This design comes from an exercise in tuning for small area, a short achievable clock period and few clock cycles per item on the open sky130 flow, not from production work.
Function not checked in this run: the RTL went through the layout flow alone.

$ cat design.v
package iir_df1_biquad_axis_pkg;
    localparam int unsigned acc_guard_bits = 3;
endpackage
module iir_fa (
    input  logic a,
    input  logic b,
    input  logic c,
    output logic s,
    output logic co
);
    assign s  = a ^ b ^ c;
    assign co = (a & b) | (a & c) | (b & c);
endmodule
module iir_ha (
    input  logic a,
    input  logic b,
    output logic s,
    output logic co
);
    assign s  = a ^ b;
    assign co = a & b;
endmodule
module iir_df1_biquad_axis
#(
    parameter int unsigned coeff_width  = 16,
    parameter int unsigned inout_width  = 16,
    parameter int unsigned scale_factor = 14,
    parameter int          a1_int_coeff = -31880,
    parameter int          a2_int_coeff = 15531,
    parameter int          bo_int_coeff = 167,
    parameter int          b1_int_coeff = -302,
    parameter int          b2_int_coeff = 167
) (
    input  logic                          clk,
    input  logic                          rst,
    input  logic                          s_axis_tvalid,
    input  logic signed [inout_width-1:0] s_axis_tdata,
    output logic                          m_axis_tready,
    output logic signed [inout_width-1:0] m_axis_tdata,
    output logic                          m_axis_tvalid
);
    logic        v1_q, v2_q, v3_q;        
    logic [15:0] hx1_q, hx2_q;            
    logic [15:0] y1_q;                    
    logic [15:0] yb_q;                    
    logic signed [17:0] r, t_d, t_q;
    logic [31:0]  ga_d, ga_q;
    logic [31:12] gb_d, gb_q;
    logic         gc_d, gc_q;
    logic [31:14] acc;
    logic         hi_ok;
    logic [15:0]  y_sat;
    assign r   = 18'(signed'(hx2_q)) - 18'(signed'(hx1_q)) * 18'sd2;
    assign t_d = 18'(signed'(s_axis_tdata)) + r;
    logic gt1, gt2, gt3, gt4, gt5, gt6, gt7, gt8, gt9, gt10, gt11, gt12;
    logic gt13, gt14, gt15, gt16, gt17, gt18, gt19, gt20, gt21, gt22, gt23, gt24;
    logic gt25, gt26, gt27, gt28, gt29, gt30, gt31, gt32, gt33, gt34, gt35, gt36;
    logic gt37, gt38, gt39, gt40, gt41, gt42, gt43, gt44, gt45, gt46, gt47, gt48;
    logic gt49, gt50, gt51, gt52, gt53, gt54, gt55, gt56, gt57, gt58, gt59, gt60;
    logic gt61, gt62, gt63, gt64, gt65, gt66, gt67, gt68, gt69, gt70, gt71, gt72;
    logic gt73, gt74, gt75, gt76, gt77, gt78, gt79, gt80, gt81, gt82, gt83, gt84;
    logic gt85, gt86, gt87, gt88, gt89, gt90, gt91, gt92, gt93, gt94, gt95, gt96;
    logic gt97, gt98, gt99, gt100, gt101, gt102, gt103, gt104, gt105, gt106, gt107, gt108;
    logic gt109, gt110, gt111, gt112, gt113, gt114, gt115, gt116, gt117, gt118, gt119, gt120;
    logic gt121, gt122, gt123, gt124, gt125, gt126, gt127, gt128, gt129, gt130, gt131, gt132;
    logic gt133, gt134, gt135, gt136, gt137, gt138, gt139, gt140, gt141, gt142, gt143, gt144;
    logic gt145, gt146, gt147, gt148, gt149, gt150, gt151, gt152, gt153, gt154, gt155, gt156;
    logic gt157, gt158, gt159, gt160, gt161, gt162, gt163, gt164, gt165, gt166, gt167, gt168;
    logic gt169, gt170, gt171, gt172, gt173, gt174, gt175, gt176, gt177, gt178, gt179, gt180;
    logic gt181, gt182, gt183, gt184, gt185, gt186, gt187, gt188, gt189, gt190, gt191, gt192;
    logic gt193, gt194, gt195, gt196, gt197, gt198, gt199, gt200, gt201, gt202, gt203, gt204;
    logic gt205, gt206, gt207, gt208, gt209, gt210, gt211, gt212, gt213, gt214, gt215, gt216;
    logic gt217, gt218, gt219, gt220, gt221, gt222, gt223, gt224, gt225, gt226, gt227, gt228;
    logic gt229, gt230, gt231, gt232, gt233, gt234, gt235, gt236, gt237, gt238, gt239, gt240;
    logic gt241, gt242, gt243, gt244, gt245, gt246, gt247, gt248, gt249, gt250, gt251, gt252;
    logic gt253, gt254, gt255, gt256, gt257, gt258, gt259, gt260, gt261, gt262, gt263, gt264;
    logic gt265, gt266, gt267, gt268, gt269, gt270, gt271, gt272, gt273, gt274, gt275, gt276;
    logic gt277, gt278, gt279, gt280, gt281, gt282, gt283, gt284, gt285, gt286, gt287, gt288;
    logic gt289, gt290, gt291, gt292, gt293, gt294, gt295, gt296, gt297, gt298, gt299, gt300;
    logic gt301, gt302, gt303, gt304, gt305, gt306, gt307, gt308, gt309, gt310, gt311, gt312;
    logic gt313, gt314, gt315, gt316, gt317, gt318, gt319, gt320, gt321, gt322, gt323, gt324;
    logic gt325, gt326, gt327, gt328, gt329, gt330, gt331, gt332, gt333, gt334, gt335, gt336;
    logic gt337, gt338, gt339, gt340, gt341, gt342, gt343, gt344, gt345, gt346, gt347, gt348;
    logic gt349, gt350, gt351, gt352, gt353, gt354, gt355, gt356, gt357, gt358, gt359, gt360;
    logic gt361, gt362, gt363, gt364, gt365, gt366, gt367, gt368, gt369, gt370, gt371, gt372;
    logic gt373, gt374, gt375, gt376, gt377, gt378, gt379, gt380, gt381, gt382, gt383, gt384;
    logic gt385, gt386, gt387, gt388, gt389, gt390, gt391, gt392, gt393, gt394, gt395, gt396;
    logic gt397, gt398, gt399, gt400, gt401, gt402, gt403, gt404;
    iir_ha u_gt1 (.a(t_q[8]), .b(yb_q[0]), .s(gt1), .co(gt2));
    iir_fa u_gt3 (.a(t_q[6]), .b(t_q[4]), .c(t_q[2]), .s(gt3), .co(gt4));
    iir_ha u_gt5 (.a(t_q[10]), .b(yb_q[2]), .s(gt5), .co(gt6));
    iir_fa u_gt7 (.a(t_q[7]), .b(t_q[5]), .c(t_q[3]), .s(gt7), .co(gt8));
    iir_fa u_gt9 (.a(t_q[8]), .b(t_q[6]), .c(t_q[4]), .s(gt9), .co(gt10));
    iir_fa u_gt11 (.a(hx2_q[6]), .b(yb_q[11]), .c(yb_q[9]), .s(gt11), .co(gt12));
    iir_fa u_gt13 (.a(t_q[9]), .b(t_q[7]), .c(t_q[5]), .s(gt13), .co(gt14));
    iir_fa u_gt15 (.a(hx2_q[7]), .b(yb_q[12]), .c(yb_q[10]), .s(gt15), .co(gt16));
    iir_fa u_gt17 (.a(t_q[10]), .b(t_q[8]), .c(t_q[6]), .s(gt17), .co(gt18));
    iir_fa u_gt19 (.a(hx2_q[8]), .b(yb_q[13]), .c(yb_q[11]), .s(gt19), .co(gt20));
    iir_ha u_gt21 (.a(t_q[14]), .b(yb_q[6]), .s(gt21), .co(gt22));
    iir_fa u_gt23 (.a(t_q[11]), .b(t_q[9]), .c(t_q[7]), .s(gt23), .co(gt24));
    iir_fa u_gt25 (.a(hx2_q[9]), .b(yb_q[14]), .c(yb_q[12]), .s(gt25), .co(gt26));
    iir_ha u_gt27 (.a(t_q[15]), .b(yb_q[15]), .s(gt27), .co(gt28));
    iir_fa u_gt29 (.a(t_q[12]), .b(t_q[10]), .c(t_q[8]), .s(gt29), .co(gt30));
    iir_fa u_gt31 (.a(hx2_q[10]), .b(yb_q[13]), .c(yb_q[11]), .s(gt31), .co(gt32));
    iir_ha u_gt33 (.a(yb_q[9]), .b(yb_q[5]), .s(gt33), .co(gt34));
    iir_ha u_gt35 (.a(t_q[16]), .b(yb_q[8]), .s(gt35), .co(gt36));
    iir_fa u_gt37 (.a(t_q[13]), .b(t_q[11]), .c(t_q[9]), .s(gt37), .co(gt38));
    iir_fa u_gt39 (.a(hx2_q[11]), .b(yb_q[14]), .c(yb_q[12]), .s(gt39), .co(gt40));
    iir_ha u_gt41 (.a(yb_q[10]), .b(yb_q[6]), .s(gt41), .co(gt42));
    iir_ha u_gt43 (.a(t_q[17]), .b(t_q[14]), .s(gt43), .co(gt44));
    assign gt45 = gt43 | gt44;
    iir_fa u_gt46 (.a(t_q[12]), .b(t_q[10]), .c(hx2_q[12]), .s(gt46), .co(gt47));
    iir_fa u_gt48 (.a(yb_q[15]), .b(yb_q[9]), .c(yb_q[3]), .s(gt48), .co(gt49));
    iir_ha u_gt50 (.a(yb_q[13]), .b(yb_q[11]), .s(gt50), .co(gt51));
    iir_ha u_gt52 (.a(t_q[15]), .b(t_q[13]), .s(gt52), .co(gt53));
    assign gt54 = gt52 | gt53;
    iir_fa u_gt55 (.a(t_q[11]), .b(hx2_q[13]), .c(yb_q[14]), .s(gt55), .co(gt56));
    iir_ha u_gt57 (.a(yb_q[12]), .b(yb_q[8]), .s(gt57), .co(gt58));
    iir_ha u_gt59 (.a(t_q[16]), .b(t_q[14]), .s(gt59), .co(gt60));
    assign gt61 = gt59 | gt60;
    iir_fa u_gt62 (.a(t_q[12]), .b(hx2_q[14]), .c(yb_q[13]), .s(gt62), .co(gt63));
    iir_ha u_gt64 (.a(t_q[17]), .b(hx2_q[15]), .s(gt64), .co(gt65));
    assign gt66 = ~(t_q[17] | hx2_q[15]);
    iir_ha u_gt67 (.a(t_q[2]), .b(t_q[0]), .s(gt67), .co(gt68));
    iir_fa u_gt69 (.a(t_q[3]), .b(t_q[1]), .c(hx2_q[1]), .s(gt69), .co(gt70));
    iir_ha u_gt71 (.a(yb_q[6]), .b(yb_q[4]), .s(gt71), .co(gt72));
    iir_fa u_gt73 (.a(t_q[4]), .b(t_q[2]), .c(t_q[0]), .s(gt73), .co(gt74));
    iir_fa u_gt75 (.a(hx2_q[2]), .b(yb_q[7]), .c(yb_q[5]), .s(gt75), .co(gt76));
    iir_ha u_gt77 (.a(yb_q[3]), .b(yb_q[1]), .s(gt77), .co(gt78));
    iir_fa u_gt79 (.a(t_q[5]), .b(t_q[3]), .c(t_q[1]), .s(gt79), .co(gt80));
    iir_fa u_gt81 (.a(hx2_q[3]), .b(yb_q[8]), .c(yb_q[6]), .s(gt81), .co(gt82));
    assign gt83 = ~gt1;
    iir_fa u_gt84 (.a(yb_q[4]), .b(yb_q[2]), .c(gt83), .s(gt84), .co(gt85));
    iir_fa u_gt86 (.a(hx2_q[4]), .b(yb_q[9]), .c(yb_q[7]), .s(gt86), .co(gt87));
    assign gt88 = ~t_q[9];
    iir_fa u_gt89 (.a(gt88), .b(yb_q[5]), .c(yb_q[3]), .s(gt89), .co(gt90));
    assign gt91 = ~gt3;
    iir_fa u_gt92 (.a(yb_q[1]), .b(gt2), .c(gt91), .s(gt92), .co(gt93));
    iir_fa u_gt94 (.a(hx2_q[5]), .b(yb_q[10]), .c(yb_q[8]), .s(gt94), .co(gt95));
    iir_fa u_gt96 (.a(yb_q[6]), .b(yb_q[4]), .c(yb_q[0]), .s(gt96), .co(gt97));
    assign gt98 = ~gt5;
    iir_fa u_gt99 (.a(gt4), .b(gt98), .c(gt7), .s(gt99), .co(gt100));
    iir_fa u_gt101 (.a(yb_q[7]), .b(yb_q[5]), .c(yb_q[1]), .s(gt101), .co(gt102));
    iir_fa u_gt103 (.a(t_q[11]), .b(yb_q[3]), .c(gt6), .s(gt103), .co(gt104));
    iir_fa u_gt105 (.a(gt8), .b(gt9), .c(gt11), .s(gt105), .co(gt106));
    iir_fa u_gt107 (.a(yb_q[8]), .b(yb_q[6]), .c(yb_q[2]), .s(gt107), .co(gt108));
    iir_fa u_gt109 (.a(gt10), .b(gt12), .c(gt13), .s(gt109), .co(gt110));
    assign gt111 = ~gt15;
    iir_fa u_gt112 (.a(t_q[12]), .b(yb_q[4]), .c(gt111), .s(gt112), .co(gt113));
    iir_fa u_gt114 (.a(yb_q[9]), .b(yb_q[7]), .c(yb_q[3]), .s(gt114), .co(gt115));
    iir_fa u_gt116 (.a(gt14), .b(gt16), .c(gt17), .s(gt116), .co(gt117));
    assign gt118 = ~gt19;
    iir_fa u_gt119 (.a(t_q[13]), .b(yb_q[5]), .c(gt118), .s(gt119), .co(gt120));
    iir_fa u_gt121 (.a(yb_q[10]), .b(yb_q[8]), .c(yb_q[4]), .s(gt121), .co(gt122));
    iir_fa u_gt123 (.a(gt18), .b(gt20), .c(gt23), .s(gt123), .co(gt124));
    assign gt125 = ~gt25;
    iir_fa u_gt126 (.a(yb_q[0]), .b(gt21), .c(gt125), .s(gt126), .co(gt127));
    assign gt128 = ~gt33;
    iir_fa u_gt129 (.a(yb_q[7]), .b(yb_q[1]), .c(gt128), .s(gt129), .co(gt130));
    iir_fa u_gt131 (.a(gt24), .b(gt26), .c(gt29), .s(gt131), .co(gt132));
    assign gt133 = ~gt31;
    iir_fa u_gt134 (.a(gt22), .b(gt27), .c(gt133), .s(gt134), .co(gt135));
    assign gt136 = ~yb_q[2];
    iir_fa u_gt137 (.a(gt136), .b(gt34), .c(gt41), .s(gt137), .co(gt138));
    iir_fa u_gt139 (.a(gt30), .b(gt32), .c(gt37), .s(gt139), .co(gt140));
    assign gt141 = ~gt39;
    iir_fa u_gt142 (.a(gt28), .b(gt35), .c(gt141), .s(gt142), .co(gt143));
    iir_fa u_gt144 (.a(yb_q[7]), .b(gt42), .c(gt50), .s(gt144), .co(gt145));
    iir_fa u_gt146 (.a(gt36), .b(gt43), .c(gt48), .s(gt146), .co(gt147));
    iir_fa u_gt148 (.a(gt38), .b(gt40), .c(gt46), .s(gt148), .co(gt149));
    assign gt150 = ~gt51;
    iir_fa u_gt151 (.a(yb_q[10]), .b(yb_q[4]), .c(gt150), .s(gt151), .co(gt152));
    iir_fa u_gt153 (.a(gt57), .b(gt45), .c(gt47), .s(gt153), .co(gt154));
    assign gt155 = ~gt55;
    iir_fa u_gt156 (.a(gt49), .b(gt52), .c(gt155), .s(gt156), .co(gt157));
    iir_fa u_gt158 (.a(yb_q[15]), .b(yb_q[11]), .c(yb_q[5]), .s(gt158), .co(gt159));
    iir_fa u_gt160 (.a(yb_q[9]), .b(gt58), .c(gt54), .s(gt160), .co(gt161));
    assign gt162 = ~gt59;
    iir_fa u_gt163 (.a(gt56), .b(gt162), .c(gt62), .s(gt163), .co(gt164));
    iir_fa u_gt165 (.a(t_q[15]), .b(t_q[13]), .c(yb_q[14]), .s(gt165), .co(gt166));
    assign gt167 = ~yb_q[10];
    iir_fa u_gt168 (.a(yb_q[12]), .b(gt167), .c(yb_q[6]), .s(gt168), .co(gt169));
    iir_fa u_gt170 (.a(gt64), .b(gt61), .c(gt63), .s(gt170), .co(gt171));
    iir_ha u_gt172 (.a(t_q[16]), .b(t_q[14]), .s(gt172), .co(gt173));
    assign gt174 = gt172 | gt173;
    iir_fa u_gt175 (.a(yb_q[15]), .b(yb_q[13]), .c(yb_q[7]), .s(gt175), .co(gt176));
    iir_ha u_gt177 (.a(yb_q[11]), .b(gt66), .s(gt177), .co(gt178));
    iir_fa u_gt179 (.a(t_q[17]), .b(yb_q[14]), .c(yb_q[8]), .s(gt179), .co(gt180));
    iir_ha u_gt181 (.a(t_q[1]), .b(yb_q[4]), .s(gt181), .co(gt182));
    iir_fa u_gt183 (.a(hx2_q[0]), .b(yb_q[5]), .c(yb_q[3]), .s(gt183), .co(gt184));
    iir_ha u_gt185 (.a(t_q[5]), .b(yb_q[1]), .s(gt185), .co(gt186));
    assign gt187 = ~t_q[5] & yb_q[1];
    assign gt188 = ~t_q[6];
    iir_fa u_gt189 (.a(gt188), .b(yb_q[2]), .c(yb_q[0]), .s(gt189), .co(gt190));
    iir_fa u_gt191 (.a(gt68), .b(gt71), .c(gt69), .s(gt191), .co(gt192));
    assign gt193 = ~t_q[7];
    iir_fa u_gt194 (.a(gt193), .b(gt72), .c(gt77), .s(gt194), .co(gt195));
    iir_fa u_gt196 (.a(gt70), .b(gt73), .c(gt75), .s(gt196), .co(gt197));
    iir_fa u_gt198 (.a(gt78), .b(gt74), .c(gt76), .s(gt198), .co(gt199));
    iir_fa u_gt200 (.a(gt79), .b(gt81), .c(gt84), .s(gt200), .co(gt201));
    iir_fa u_gt202 (.a(gt80), .b(gt82), .c(gt86), .s(gt202), .co(gt203));
    assign gt204 = ~gt92;
    iir_fa u_gt205 (.a(gt89), .b(gt85), .c(gt204), .s(gt205), .co(gt206));
    iir_fa u_gt207 (.a(gt87), .b(gt90), .c(gt94), .s(gt207), .co(gt208));
    assign gt209 = ~gt93;
    iir_fa u_gt210 (.a(gt96), .b(gt209), .c(gt99), .s(gt210), .co(gt211));
    iir_fa u_gt212 (.a(gt95), .b(gt97), .c(gt101), .s(gt212), .co(gt213));
    assign gt214 = ~gt103;
    iir_fa u_gt215 (.a(gt100), .b(gt214), .c(gt105), .s(gt215), .co(gt216));
    iir_fa u_gt217 (.a(gt102), .b(gt107), .c(gt106), .s(gt217), .co(gt218));
    assign gt219 = ~gt109;
    iir_fa u_gt220 (.a(gt104), .b(gt219), .c(gt112), .s(gt220), .co(gt221));
    iir_fa u_gt222 (.a(gt108), .b(gt114), .c(gt110), .s(gt222), .co(gt223));
    assign gt224 = ~gt116;
    iir_fa u_gt225 (.a(gt113), .b(gt224), .c(gt119), .s(gt225), .co(gt226));
    iir_fa u_gt227 (.a(gt115), .b(gt121), .c(gt117), .s(gt227), .co(gt228));
    assign gt229 = ~gt123;
    iir_fa u_gt230 (.a(gt120), .b(gt229), .c(gt126), .s(gt230), .co(gt231));
    iir_fa u_gt232 (.a(gt122), .b(gt124), .c(gt131), .s(gt232), .co(gt233));
    iir_fa u_gt234 (.a(gt129), .b(gt127), .c(gt134), .s(gt234), .co(gt235));
    iir_fa u_gt236 (.a(gt130), .b(gt135), .c(gt142), .s(gt236), .co(gt237));
    iir_fa u_gt238 (.a(gt137), .b(gt132), .c(gt139), .s(gt238), .co(gt239));
    iir_fa u_gt240 (.a(gt138), .b(gt144), .c(gt140), .s(gt240), .co(gt241));
    assign gt242 = ~gt148;
    iir_fa u_gt243 (.a(gt143), .b(gt146), .c(gt242), .s(gt243), .co(gt244));
    iir_fa u_gt245 (.a(gt145), .b(gt149), .c(gt153), .s(gt245), .co(gt246));
    iir_fa u_gt247 (.a(gt151), .b(gt147), .c(gt156), .s(gt247), .co(gt248));
    iir_fa u_gt249 (.a(gt158), .b(gt152), .c(gt157), .s(gt249), .co(gt250));
    iir_fa u_gt251 (.a(gt154), .b(gt160), .c(gt163), .s(gt251), .co(gt252));
    assign gt253 = ~gt165;
    iir_fa u_gt254 (.a(gt159), .b(gt253), .c(gt168), .s(gt254), .co(gt255));
    iir_fa u_gt256 (.a(gt161), .b(gt164), .c(gt170), .s(gt256), .co(gt257));
    iir_fa u_gt258 (.a(gt169), .b(gt172), .c(gt175), .s(gt258), .co(gt259));
    iir_fa u_gt260 (.a(gt166), .b(gt177), .c(gt171), .s(gt260), .co(gt261));
    iir_fa u_gt262 (.a(t_q[15]), .b(yb_q[12]), .c(gt174), .s(gt262), .co(gt263));
    assign gt264 = ~gt178;
    iir_fa u_gt265 (.a(gt176), .b(gt179), .c(gt264), .s(gt265), .co(gt266));
    iir_ha u_gt267 (.a(t_q[16]), .b(yb_q[15]), .s(gt267), .co(gt268));
    assign gt269 = gt267 | gt268;
    assign gt270 = ~yb_q[13];
    iir_fa u_gt271 (.a(gt270), .b(yb_q[9]), .c(gt180), .s(gt271), .co(gt272));
    iir_ha u_gt273 (.a(t_q[17]), .b(yb_q[10]), .s(gt273), .co(gt274));
    iir_ha u_gt275 (.a(t_q[0]), .b(yb_q[3]), .s(gt275), .co(gt276));
    assign gt277 = ~t_q[4];
    iir_fa u_gt278 (.a(gt277), .b(yb_q[2]), .c(yb_q[0]), .s(gt278), .co(gt279));
    assign gt280 = ~gt185;
    iir_fa u_gt281 (.a(gt182), .b(gt280), .c(gt67), .s(gt281), .co(gt282));
    iir_fa u_gt283 (.a(gt187), .b(gt184), .c(gt189), .s(gt283), .co(gt284));
    iir_fa u_gt285 (.a(gt190), .b(gt194), .c(gt192), .s(gt285), .co(gt286));
    iir_fa u_gt287 (.a(gt195), .b(gt197), .c(gt198), .s(gt287), .co(gt288));
    iir_fa u_gt289 (.a(gt199), .b(gt202), .c(gt201), .s(gt289), .co(gt290));
    iir_fa u_gt291 (.a(gt203), .b(gt207), .c(gt206), .s(gt291), .co(gt292));
    iir_fa u_gt293 (.a(gt208), .b(gt212), .c(gt211), .s(gt293), .co(gt294));
    iir_fa u_gt295 (.a(gt213), .b(gt216), .c(gt217), .s(gt295), .co(gt296));
    assign gt297 = ~gt221;
    iir_fa u_gt298 (.a(gt218), .b(gt297), .c(gt222), .s(gt298), .co(gt299));
    assign gt300 = ~gt226;
    iir_fa u_gt301 (.a(gt223), .b(gt300), .c(gt227), .s(gt301), .co(gt302));
    assign gt303 = ~gt231;
    iir_fa u_gt304 (.a(gt228), .b(gt303), .c(gt232), .s(gt304), .co(gt305));
    assign gt306 = ~gt233;
    iir_fa u_gt307 (.a(gt306), .b(gt235), .c(gt236), .s(gt307), .co(gt308));
    assign gt309 = ~gt237;
    iir_fa u_gt310 (.a(gt309), .b(gt239), .c(gt240), .s(gt310), .co(gt311));
    assign gt312 = ~gt244;
    iir_fa u_gt313 (.a(gt241), .b(gt312), .c(gt245), .s(gt313), .co(gt314));
    assign gt315 = ~gt246;
    iir_fa u_gt316 (.a(gt315), .b(gt248), .c(gt249), .s(gt316), .co(gt317));
    assign gt318 = ~gt252;
    iir_fa u_gt319 (.a(gt254), .b(gt250), .c(gt318), .s(gt319), .co(gt320));
    assign gt321 = ~gt257;
    iir_fa u_gt322 (.a(gt255), .b(gt258), .c(gt321), .s(gt322), .co(gt323));
    assign gt324 = ~gt262;
    iir_fa u_gt325 (.a(gt259), .b(gt324), .c(gt265), .s(gt325), .co(gt326));
    iir_fa u_gt327 (.a(gt267), .b(gt271), .c(gt266), .s(gt327), .co(gt328));
    assign gt329 = ~gt273;
    iir_fa u_gt330 (.a(yb_q[14]), .b(gt269), .c(gt329), .s(gt330), .co(gt331));
    iir_ha u_gt332 (.a(yb_q[15]), .b(yb_q[11]), .s(gt332), .co(gt333));
    assign gt334 = ~(yb_q[15] | yb_q[11]);
    iir_ha u_gt335 (.a(t_q[1]), .b(yb_q[1]), .s(gt335), .co(gt336));
    assign gt337 = ~t_q[1] & yb_q[1];
    assign gt338 = ~t_q[2];
    iir_fa u_gt339 (.a(gt338), .b(yb_q[2]), .c(yb_q[0]), .s(gt339), .co(gt340));
    assign gt341 = ~t_q[3];
    iir_fa u_gt342 (.a(gt341), .b(yb_q[1]), .c(gt275), .s(gt342), .co(gt343));
    iir_fa u_gt344 (.a(gt276), .b(gt181), .c(gt278), .s(gt344), .co(gt345));
    iir_fa u_gt346 (.a(gt279), .b(gt183), .c(gt281), .s(gt346), .co(gt347));
    iir_fa u_gt348 (.a(gt282), .b(gt283), .c(gt191), .s(gt348), .co(gt349));
    iir_fa u_gt350 (.a(gt284), .b(gt196), .c(gt285), .s(gt350), .co(gt351));
    iir_fa u_gt352 (.a(gt286), .b(gt287), .c(gt200), .s(gt352), .co(gt353));
    iir_fa u_gt354 (.a(gt288), .b(gt205), .c(gt289), .s(gt354), .co(gt355));
    iir_fa u_gt356 (.a(gt210), .b(gt290), .c(gt291), .s(gt356), .co(gt357));
    iir_fa u_gt358 (.a(gt215), .b(gt292), .c(gt293), .s(gt358), .co(gt359));
    assign gt360 = ~gt220;
    iir_fa u_gt361 (.a(gt360), .b(gt294), .c(gt295), .s(gt361), .co(gt362));
    assign gt363 = ~gt225;
    iir_fa u_gt364 (.a(gt363), .b(gt296), .c(gt298), .s(gt364), .co(gt365));
    assign gt366 = ~gt230;
    iir_fa u_gt367 (.a(gt366), .b(gt299), .c(gt301), .s(gt367), .co(gt368));
    assign gt369 = ~gt234;
    iir_fa u_gt370 (.a(gt369), .b(gt302), .c(gt304), .s(gt370), .co(gt371));
    assign gt372 = ~gt307;
    iir_fa u_gt373 (.a(gt238), .b(gt305), .c(gt372), .s(gt373), .co(gt374));
    assign gt375 = ~gt310;
    iir_fa u_gt376 (.a(gt243), .b(gt308), .c(gt375), .s(gt376), .co(gt377));
    assign gt378 = ~gt247;
    iir_fa u_gt379 (.a(gt378), .b(gt311), .c(gt313), .s(gt379), .co(gt380));
    assign gt381 = ~gt316;
    iir_fa u_gt382 (.a(gt251), .b(gt314), .c(gt381), .s(gt382), .co(gt383));
    assign gt384 = ~gt256;
    iir_fa u_gt385 (.a(gt384), .b(gt317), .c(gt319), .s(gt385), .co(gt386));
    assign gt387 = ~gt260;
    iir_fa u_gt388 (.a(gt387), .b(gt320), .c(gt322), .s(gt388), .co(gt389));
    assign gt390 = ~gt261;
    iir_fa u_gt391 (.a(gt390), .b(gt325), .c(gt323), .s(gt391), .co(gt392));
    assign gt393 = ~gt263;
    iir_fa u_gt394 (.a(gt393), .b(gt326), .c(gt327), .s(gt394), .co(gt395));
    assign gt396 = ~gt330;
    iir_fa u_gt397 (.a(gt396), .b(gt272), .c(gt328), .s(gt397), .co(gt398));
    assign gt399 = ~gt274;
    iir_fa u_gt400 (.a(gt332), .b(gt399), .c(gt331), .s(gt400), .co(gt401));
    iir_ha u_gt402 (.a(yb_q[12]), .b(gt334), .s(gt402), .co(gt403));
    assign gt404 = ~yb_q[12] & gt334;
    logic [12:0] g_lo;
    assign g_lo = {1'b0, gt357, gt355, gt353, gt351, gt349, gt347, gt345, gt343, gt340, gt337, ~t_q[0], t_q[0]} + {1'b0, gt358, gt356, gt354, gt352, gt350, gt348, gt346, gt344, gt342, gt339, ~gt335, yb_q[0]};
    assign ga_d = {1'b1, 1'b0, ~yb_q[14], ~yb_q[13], gt404, gt401, ~gt398, ~gt395, ~gt392, ~gt389, ~gt386, gt383, gt380, ~gt377, gt374, gt371, gt368, gt365, gt362, gt359, g_lo[11:0]};
    assign gb_d = {1'b0, 1'b0, yb_q[15], yb_q[14], yb_q[13], ~gt402, gt400, ~gt397, ~gt394, ~gt391, ~gt388, ~gt385, gt382, gt379, ~gt376, gt373, gt370, gt367, gt364, gt361};
    assign gc_d = g_lo[12];
    logic lt1, lt2, lt3, lt4, lt5, lt6, lt7, lt8, lt9, lt10, lt11, lt12;
    logic lt13, lt14, lt15, lt16, lt17, lt18, lt19, lt20, lt21, lt22, lt23, lt24;
    logic lt25, lt26, lt27, lt28, lt29, lt30, lt31, lt32, lt33, lt34, lt35, lt36;
    logic lt37, lt38, lt39, lt40, lt41, lt42, lt43, lt44, lt45, lt46, lt47, lt48;
    logic lt49, lt50, lt51, lt52, lt53, lt54, lt55, lt56, lt57, lt58, lt59, lt60;
    logic lt61, lt62, lt63, lt64, lt65, lt66, lt67, lt68, lt69, lt70, lt71, lt72;
    logic lt73, lt74, lt75, lt76, lt77, lt78, lt79, lt80, lt81, lt82, lt83, lt84;
    logic lt85, lt86, lt87, lt88, lt89, lt90, lt91, lt92, lt93, lt94, lt95, lt96;
    logic lt97, lt98, lt99, lt100, lt101, lt102, lt103, lt104, lt105, lt106, lt107, lt108;
    logic lt109, lt110, lt111, lt112, lt113, lt114, lt115, lt116, lt117, lt118, lt119, lt120;
    logic lt121, lt122, lt123, lt124, lt125, lt126, lt127, lt128, lt129, lt130, lt131, lt132;
    logic lt133, lt134, lt135, lt136, lt137, lt138, lt139, lt140, lt141, lt142, lt143, lt144;
    logic lt145, lt146, lt147, lt148, lt149, lt150, lt151, lt152;
    iir_fa u_lt1 (.a(ga_q[12]), .b(gb_q[12]), .c(gc_q), .s(lt1), .co(lt2));
    iir_fa u_lt3 (.a(ga_q[13]), .b(gb_q[13]), .c(y1_q[10]), .s(lt3), .co(lt4));
    iir_fa u_lt5 (.a(ga_q[14]), .b(gb_q[14]), .c(y1_q[11]), .s(lt5), .co(lt6));
    iir_fa u_lt7 (.a(ga_q[15]), .b(gb_q[15]), .c(y1_q[12]), .s(lt7), .co(lt8));
    iir_ha u_lt9 (.a(y1_q[8]), .b(y1_q[0]), .s(lt9), .co(lt10));
    iir_fa u_lt11 (.a(ga_q[16]), .b(gb_q[16]), .c(y1_q[13]), .s(lt11), .co(lt12));
    assign lt13 = ~y1_q[6];
    iir_fa u_lt14 (.a(y1_q[9]), .b(lt13), .c(y1_q[1]), .s(lt14), .co(lt15));
    iir_fa u_lt16 (.a(ga_q[17]), .b(gb_q[17]), .c(y1_q[14]), .s(lt16), .co(lt17));
    assign lt18 = ~y1_q[7];
    iir_fa u_lt19 (.a(y1_q[10]), .b(lt18), .c(y1_q[2]), .s(lt19), .co(lt20));
    iir_fa u_lt21 (.a(ga_q[18]), .b(gb_q[18]), .c(y1_q[11]), .s(lt21), .co(lt22));
    assign lt23 = ~y1_q[3];
    iir_fa u_lt24 (.a(y1_q[15]), .b(y1_q[8]), .c(lt23), .s(lt24), .co(lt25));
    iir_fa u_lt26 (.a(ga_q[19]), .b(gb_q[19]), .c(y1_q[12]), .s(lt26), .co(lt27));
    iir_ha u_lt28 (.a(y1_q[9]), .b(y1_q[4]), .s(lt28), .co(lt29));
    assign lt30 = ~y1_q[9] & y1_q[4];
    iir_fa u_lt31 (.a(ga_q[20]), .b(gb_q[20]), .c(y1_q[13]), .s(lt31), .co(lt32));
    iir_ha u_lt33 (.a(y1_q[10]), .b(y1_q[5]), .s(lt33), .co(lt34));
    assign lt35 = ~y1_q[10] & y1_q[5];
    iir_fa u_lt36 (.a(ga_q[21]), .b(gb_q[21]), .c(y1_q[14]), .s(lt36), .co(lt37));
    iir_ha u_lt38 (.a(y1_q[11]), .b(y1_q[6]), .s(lt38), .co(lt39));
    assign lt40 = ~y1_q[11] & y1_q[6];
    iir_fa u_lt41 (.a(ga_q[22]), .b(gb_q[22]), .c(y1_q[7]), .s(lt41), .co(lt42));
    iir_ha u_lt43 (.a(y1_q[15]), .b(y1_q[12]), .s(lt43), .co(lt44));
    assign lt45 = ~(y1_q[15] | y1_q[12]);
    iir_fa u_lt46 (.a(ga_q[23]), .b(gb_q[23]), .c(y1_q[8]), .s(lt46), .co(lt47));
    iir_ha u_lt48 (.a(ga_q[24]), .b(gb_q[24]), .s(lt48), .co(lt49));
    iir_ha u_lt50 (.a(ga_q[25]), .b(gb_q[25]), .s(lt50), .co(lt51));
    iir_ha u_lt52 (.a(ga_q[10]), .b(y1_q[7]), .s(lt52), .co(lt53));
    iir_fa u_lt54 (.a(ga_q[11]), .b(y1_q[8]), .c(y1_q[4]), .s(lt54), .co(lt55));
    assign lt56 = ~y1_q[2];
    iir_fa u_lt57 (.a(y1_q[9]), .b(y1_q[5]), .c(lt56), .s(lt57), .co(lt58));
    iir_fa u_lt59 (.a(y1_q[6]), .b(lt2), .c(lt3), .s(lt59), .co(lt60));
    iir_fa u_lt61 (.a(y1_q[7]), .b(lt4), .c(lt5), .s(lt61), .co(lt62));
    iir_fa u_lt63 (.a(lt9), .b(lt6), .c(lt7), .s(lt63), .co(lt64));
    iir_fa u_lt65 (.a(lt10), .b(lt8), .c(lt11), .s(lt65), .co(lt66));
    iir_fa u_lt67 (.a(lt12), .b(lt15), .c(lt16), .s(lt67), .co(lt68));
    iir_fa u_lt69 (.a(lt17), .b(lt20), .c(lt21), .s(lt69), .co(lt70));
    assign lt71 = ~lt22;
    iir_fa u_lt72 (.a(lt28), .b(lt71), .c(lt25), .s(lt72), .co(lt73));
    iir_fa u_lt74 (.a(lt30), .b(lt27), .c(lt31), .s(lt74), .co(lt75));
    iir_fa u_lt76 (.a(lt35), .b(lt32), .c(lt36), .s(lt76), .co(lt77));
    iir_fa u_lt78 (.a(lt40), .b(lt43), .c(lt37), .s(lt78), .co(lt79));
    iir_fa u_lt80 (.a(lt45), .b(lt42), .c(lt46), .s(lt80), .co(lt81));
    assign lt82 = ~y1_q[14];
    iir_fa u_lt83 (.a(lt82), .b(y1_q[9]), .c(lt48), .s(lt83), .co(lt84));
    iir_fa u_lt85 (.a(y1_q[15]), .b(y1_q[10]), .c(lt49), .s(lt85), .co(lt86));
    iir_fa u_lt87 (.a(ga_q[26]), .b(gb_q[26]), .c(y1_q[11]), .s(lt87), .co(lt88));
    iir_ha u_lt89 (.a(ga_q[27]), .b(gb_q[27]), .s(lt89), .co(lt90));
    iir_ha u_lt91 (.a(ga_q[28]), .b(gb_q[28]), .s(lt91), .co(lt92));
    iir_ha u_lt93 (.a(ga_q[29]), .b(gb_q[29]), .s(lt93), .co(lt94));
    iir_ha u_lt95 (.a(ga_q[7]), .b(y1_q[4]), .s(lt95), .co(lt96));
    iir_fa u_lt97 (.a(ga_q[8]), .b(y1_q[5]), .c(y1_q[1]), .s(lt97), .co(lt98));
    iir_fa u_lt99 (.a(ga_q[9]), .b(y1_q[6]), .c(y1_q[2]), .s(lt99), .co(lt100));
    assign lt101 = ~y1_q[0];
    iir_fa u_lt102 (.a(y1_q[3]), .b(lt101), .c(lt52), .s(lt102), .co(lt103));
    assign lt104 = ~y1_q[1];
    iir_fa u_lt105 (.a(lt104), .b(lt53), .c(lt54), .s(lt105), .co(lt106));
    iir_fa u_lt107 (.a(lt55), .b(lt57), .c(lt1), .s(lt107), .co(lt108));
    iir_fa u_lt109 (.a(lt23), .b(lt58), .c(lt59), .s(lt109), .co(lt110));
    assign lt111 = ~y1_q[4];
    iir_fa u_lt112 (.a(lt111), .b(lt60), .c(lt61), .s(lt112), .co(lt113));
    assign lt114 = ~y1_q[5];
    iir_fa u_lt115 (.a(lt114), .b(lt62), .c(lt63), .s(lt115), .co(lt116));
    iir_fa u_lt117 (.a(lt14), .b(lt64), .c(lt65), .s(lt117), .co(lt118));
    iir_fa u_lt119 (.a(lt19), .b(lt66), .c(lt67), .s(lt119), .co(lt120));
    assign lt121 = ~lt24;
    iir_fa u_lt122 (.a(lt121), .b(lt68), .c(lt69), .s(lt122), .co(lt123));
    assign lt124 = ~lt72;
    iir_fa u_lt125 (.a(lt26), .b(lt70), .c(lt124), .s(lt125), .co(lt126));
    assign lt127 = ~lt74;
    iir_fa u_lt128 (.a(lt33), .b(lt73), .c(lt127), .s(lt128), .co(lt129));
    assign lt130 = ~lt38;
    iir_fa u_lt131 (.a(lt130), .b(lt75), .c(lt76), .s(lt131), .co(lt132));
    iir_fa u_lt133 (.a(lt41), .b(lt77), .c(lt78), .s(lt133), .co(lt134));
    assign lt135 = ~y1_q[13];
    iir_fa u_lt136 (.a(lt135), .b(lt79), .c(lt80), .s(lt136), .co(lt137));
    iir_fa u_lt138 (.a(lt47), .b(lt83), .c(lt81), .s(lt138), .co(lt139));
    iir_fa u_lt140 (.a(lt50), .b(lt84), .c(lt85), .s(lt140), .co(lt141));
    iir_fa u_lt142 (.a(lt51), .b(lt87), .c(lt86), .s(lt142), .co(lt143));
    iir_fa u_lt144 (.a(y1_q[12]), .b(lt89), .c(lt88), .s(lt144), .co(lt145));
    iir_fa u_lt146 (.a(y1_q[13]), .b(lt90), .c(lt91), .s(lt146), .co(lt147));
    iir_fa u_lt148 (.a(y1_q[14]), .b(lt92), .c(lt93), .s(lt148), .co(lt149));
    iir_ha u_lt150 (.a(y1_q[15]), .b(lt94), .s(lt150), .co(lt151));
    assign lt152 = ~y1_q[15] & lt94;
    logic [31:0] l_sum;
    assign l_sum = {lt152, lt149, lt147, lt145, lt143, lt141, lt139, lt137, lt134, lt132, ~lt129, lt126, lt123, lt120, lt118, lt116, lt113, lt110, lt108, lt106, lt103, lt100, lt98, lt96, lt95, ga_q[6], ga_q[5], ga_q[4], ga_q[3], ga_q[2], ga_q[1], ga_q[0]} + {1'b1, ~lt150, lt148, lt146, lt144, lt142, lt140, lt138, lt136, lt133, lt131, ~lt128, lt125, lt122, lt119, lt117, lt115, lt112, lt109, lt107, lt105, lt102, lt99, lt97, y1_q[0], y1_q[3], y1_q[2], y1_q[1], y1_q[0], 1'b0, 1'b0, 1'b0};
    assign acc = l_sum[31:14];
    assign hi_ok = (acc[31:29] == 3'b000) || (acc[31:29] == 3'b111);
    assign y_sat = hi_ok ? acc[29:14] : {acc[31], {15{~acc[31]}}};
    always_ff @(posedge clk) begin
        t_q  <= t_d;
        ga_q <= ga_d;
        gb_q <= gb_d;
        gc_q <= gc_d;
        if (rst) begin
            v1_q  <= 1'b0;
            v2_q  <= 1'b0;
            v3_q  <= 1'b0;
            hx1_q <= '0;
            hx2_q <= '0;
            y1_q  <= '0;
            yb_q  <= '0;
        end else begin
            v1_q <= s_axis_tvalid;
            v2_q <= v1_q;
            v3_q <= v2_q;
            if (s_axis_tvalid) begin
                hx1_q <= s_axis_tdata;
                hx2_q <= hx1_q;
            end
            if (v2_q) begin
                y1_q <= y_sat;
            end
            if (v1_q && v2_q) begin
                yb_q <= y_sat;
            end else if (v1_q || v2_q) begin
                yb_q <= y1_q;
            end
        end
    end
    assign m_axis_tready = 1'b1;
    assign m_axis_tdata  = y1_q;
    assign m_axis_tvalid = v3_q;
endmodule
$ cat run.sh
#!/bin/bash
# synth_recipe.tcl (not shown) runs the flow's synth.tcl, then flattens the netlist and writes it again
# the make line also repeats each setting of config.mk as NAME=value (left out here)
make -C /OpenROAD-flow-scripts/flow DESIGN_CONFIG=/design/flow/config.mk WORK_HOME=/design/flow/orfs CLKGATE_MAP_FILE= SYNTH_SCRIPT=/design/flow/synth_recipe.tcl finish
$ cat config.mk
export PLATFORM = sky130hd
export DESIGN_NAME = iir_df1_biquad_axis
export DESIGN_NICKNAME = iir_df1_biquad_axis
export VERILOG_FILES = /design/flow/design.v
export SDC_FILE = /design/flow/constraint.sdc
export NUM_CORES = 4
export LEC_CHECK = 0
export ABC_AREA = 1
export CAP_MARGIN = 20
export CORE_MARGIN = 2
export CORE_UTILIZATION = 40
export SETUP_SLACK_MARGIN = 3.0
export SLEW_MARGIN = 20
export SYNTH_HIERARCHICAL = 1
export SYNTH_MINIMUM_KEEP_SIZE = 0
$ cat constraint.sdc
create_clock -name core_clock -period 7.0 [get_ports {clk}]
set_input_delay 1.4000 -clock core_clock [delete_from_list [all_inputs] [get_ports {clk}]]
set_output_delay 1.4000 -clock core_clock [all_outputs]
set_load 0.01 [all_outputs]
==> impl_metrics.py <==
metrics = {
    "sta": {
        "hold_viol_final": 0,
        "relSlewSlack_pct": 32.5,
        "finClkSkew_ns": 0.0122,
        "tns_ns": 0,
        "fin_crit_ns": 3.78,
        "min_period_over_period_pct": 54.0,
        "worst_pin_slew_ns": 1.01,
        "grt_setup_unrepaired": "no",
        "fmax_ghz": 0.265,
        "setup_viol": 0,
        "slew_viol_final": 0,
    },
    "clock_tree": {
        "htreeDepth": 4,
        "clockRootBuffer": "clkbuf_16",
        "clk_pin_slew_ns": 0.05,
        "tritoncts": "yes",
        "numCtsBuffers": 17,
        "clock_sinks": 131,
        "clockBufferDepth": 2,
        "clkLatencyLatePin_ns": 0.42,
    },
    "floorplan": {
        "die-width_um": 178,
        "die_y_um": 178,
        "initial_core_util_pct": 40.7,
        "ioPinCount": 37,
        "core-area_mm2": 0.0297,
        "fp-row-count": 63,
        "die-area_mm2": 0.0317,
    },
    "routing": {
        "routed_wirelength_mm": 27.8,
        "drc_errors": 0,
        "post_drt_wl_per_cell_um": 15.7,
        "vias": 8496,
        "viasPerCell": 4.79,
        "drt-initial-drc-count": 378,
        "detail-route-antenna-nets": 0,
        "firstDrtPassIters": 5,
    },
    "global_routing": {
        "grt_use_met1_pct": 25.5,
        "grt_pass1_wl_mm": 46.4,
        "grtUsageMet2_pct": 32.1,
        "busiest_layer": "met2",
        "grt.overflow.total": 0,
        "groute.usage.overall_pct": 19.0,
        "grt_pass1_vias": 9049,
        "grt_start_max_net_pins": 46,
        "grt_use_met3_pct": 3.07,
        "antenna_found_initial": 0,
    },
    "critical_path": {
        "worstSetupPathType": "flop to flop",
        "cp_max_fo": 8,
        "critPathCaptureType": "flop",
        "required_ns": 7.30,
        "startpoint_type": "flop",
        "arrival_ns": 4.08,
    },
    "cells_and_area": {
        "drive_gt1_share_pct": 7.66,
        "syn2layout_area_growth_pct": 12.9,
        "layout.nets": 1698,
        "fin_cells": 1774,
        "layout.cells.most_common": "inv_1",
        "diodes": 0,
        "final_cell_mix": "inv_1 (275), nand2_1 (213), fa_1 (212)",
    },
    "logic_synthesis": {
        "yosys_register_bits": 131,
        "async_reset_ff_share_pct": 0,
        "yosysWarnings": 7,
        "syn_inst": 1335,
        "synthDistinctLibCells": 40,
        "synthMuxAreaShare_pct": 0,
        "synth-edff-count": 0,
        "synth_top_family_by_area": "adder cells",
        "yosysSeqAreaShare_pct": 21.7,
        "synth_xor_area_share_pct": 2.39,
        "syn-num-nets": 1660,
        "syn_area_per_cell_um2": 9.07,
        "netlist_area_mm2": 0.0121,
        "synth_compound_area_share_pct": 8.64,
        "synthAdderAreaFrac_pct": 44.8,
        "synthSimpleGateAreaFrac_pct": 12.9,
        "synth_flop_cell": "dfxtp_1",
    },
    "hold_path": {
        "hold_class": "flop to flop",
    },
    "place": {
        "portBuffers": 35,
        "dp.cells": 1740,
        "dp_hpwl_mm": 23.3,
        "place.gp.congestion": 0.911,
    },
    "flow_run": {
        "cap_violations": 0,
    },
    "status": {
        "status": "complete, no violations",
    },
}
-- cell usage after synthesis, types with 4 or more instances --
master,instances,area (um^2)
a21o_1,4,30.0
nand4_1,7,43.8
dfxtp_1,131,2620
inv_1,276,1040
o22ai_1,5,31.3
o21ai_0,58,290
ha_1,94,1180
nor2_2,5,31.3
xnor2_1,9,78.8
nand2_2,20,125
fa_1,212,4240
a21oi_1,104,521
nor2_1,59,221
nand3_1,39,195
o21ai_1,13,65.1
o21bai_1,6,45.0
xor2_1,24,210
or2_2,5,31.3
nor3_1,6,30.0
clkbuf_1,19,71.3
nand2_1,214,803
-- metal layers --
metal,up-vias,part of all wire [%],routed length [um]
li1,4193,-,-
met1,4135,47,13100
met2,144,48,13300
met3,24,3.4,958
met4,0,1.3,369
met5,-,0,0
-- per-module statistics from Yosys, one instance, submodules excluded --
module | cells inside | copies in the design | area [um^2] | flip-flops and latches
iir_ha | 1 | 39 | 12.5 | 0
iir_fa | 1 | 196 | 20.0 | 0
iir_df1_biquad_axis | 1100 | 1 | 7700 | 131
-- timing repair --
action | CTS | global route
pin swaps | 2 | 0
cloned | 1 | 0
hold buffers | 0 | 0
setup endpoints to repair | 30 | 36
setup buffers | 1 | 2
hold endpoints to repair | 0 | 0
resized for setup | 8 | 37
-- final cells by class --
| type | count | area, um^2 |
|---|---|---|
| Multi-Input combinational cell | 903 | 8440 |
| Inverter | 279 | 1050 |
| Clock buffer | 18 | 439 |
| Tap cell | 390 | 488 |
| Timing Repair Buffer | 41 | 395 |
| Clock inverter | 12 | 205 |
| Sequential cell | 131 | 2660 |
| Fill cell | 2844 | 16000 |
-- worst max-delay path, cell delays in order, from the launching register on --
cell	delay [ns]
dfxtp_4	0.39
inv_1	0.11
fa_1	0.43
fa_1	0.53
fa_1	0.46
ha_4	0.32
nand2_1	0.09
nor2_1	0.24
nand2_1	0.13
nor2_2	0.11
nand2_2	0.07
nand3_1	0.11
nand4_1	0.10
buf_4	0.19
nand2_8	0.11
nand2_1	0.08
o21ai_0	0.15
inv_1	0.05
-- state kept, by name (all words and copies together), names as in the netlist --
| name | cells |
|---|---|
| v3_q | 1 |
| gc_q | 1 |
| gb_q | 18 |
| ga_q | 27 |
| t_q | 18 |
| v1_q | 1 |
| hx2_q | 16 |
| hx1_q | 16 |
| y1_q | 16 |
| yb_q | 16 |
| v2_q | 1 |
-- through the flow --
stage	hold slack, ns	util [%]	setup slack, ns	cell area [um^2]
after floorplan	0.472	-	3.38	12100
after global placement	0.519	43.3	2.78	12900
after detailed placement	0.526	43.3	2.72	12900
after CTS	0.536	45.5	3.02	13500
after global routing	0.570	46.0	3.00	13700
final	0.531	46.0	3.22	13700
-- path summary, 6_finish.rpt --
kind | to | from | slack [ns] | cells past startpoint
worst max register to register | y1_q[4] | y1_q[6] | 3.22 | 17
worst min register to register | hx2_q[12] | hx2_q[12] | 0.53 | 2
worst min-delay path | hx2_q[12] | hx2_q[12] | 0.53 | 2
worst max-delay path | y1_q[4] | y1_q[6] | 3.22 | 17
-- cell families (layout without fill, tap and decap cells) --
| kind of cell | Yosys count | after routing |
|---|---|---|
| AO/OA/AOI/OAI | 198 | 198 |
| XOR/XNOR | 33 | 33 |
| adder cells (fa/ha/maj) | 306 | 306 |
| buffers and inverters | 302 | 350 |
| flip-flops | 131 | 131 |
| other | 1 | 1 |
| AND/OR/NAND/NOR | 364 | 365 |

[re-timing with driven ports]
No port has a modelled driver above. Below, the same layout with a new extraction and two added sets of constraints. Step 1, drivers: a clkbuf_16 drives clk and a buf_2 each remaining input, both assumed. Step 2 adds t to the input delays and takes it off the output delays; t is the mean of the earliest and latest rising clock arrival at the registers after step 1. Input paths then give back, and output paths get back, about the clock's delay inside the block. a / b / c = ideal / step 1 / step 2; a / b = the first two.
shift t [ns]: 0.458
setup WS [ns]: 3.222 / 3.222 / 2.816
worst hold slack (ns): 0.531 / 0.531 / 0.531
clock arrival spread, ns: 0.013 / 0.013
After both steps setup and hold are still met in this run. The setup slack of this run moves by 0.000 ns with the drivers and by -0.406 ns with both steps.
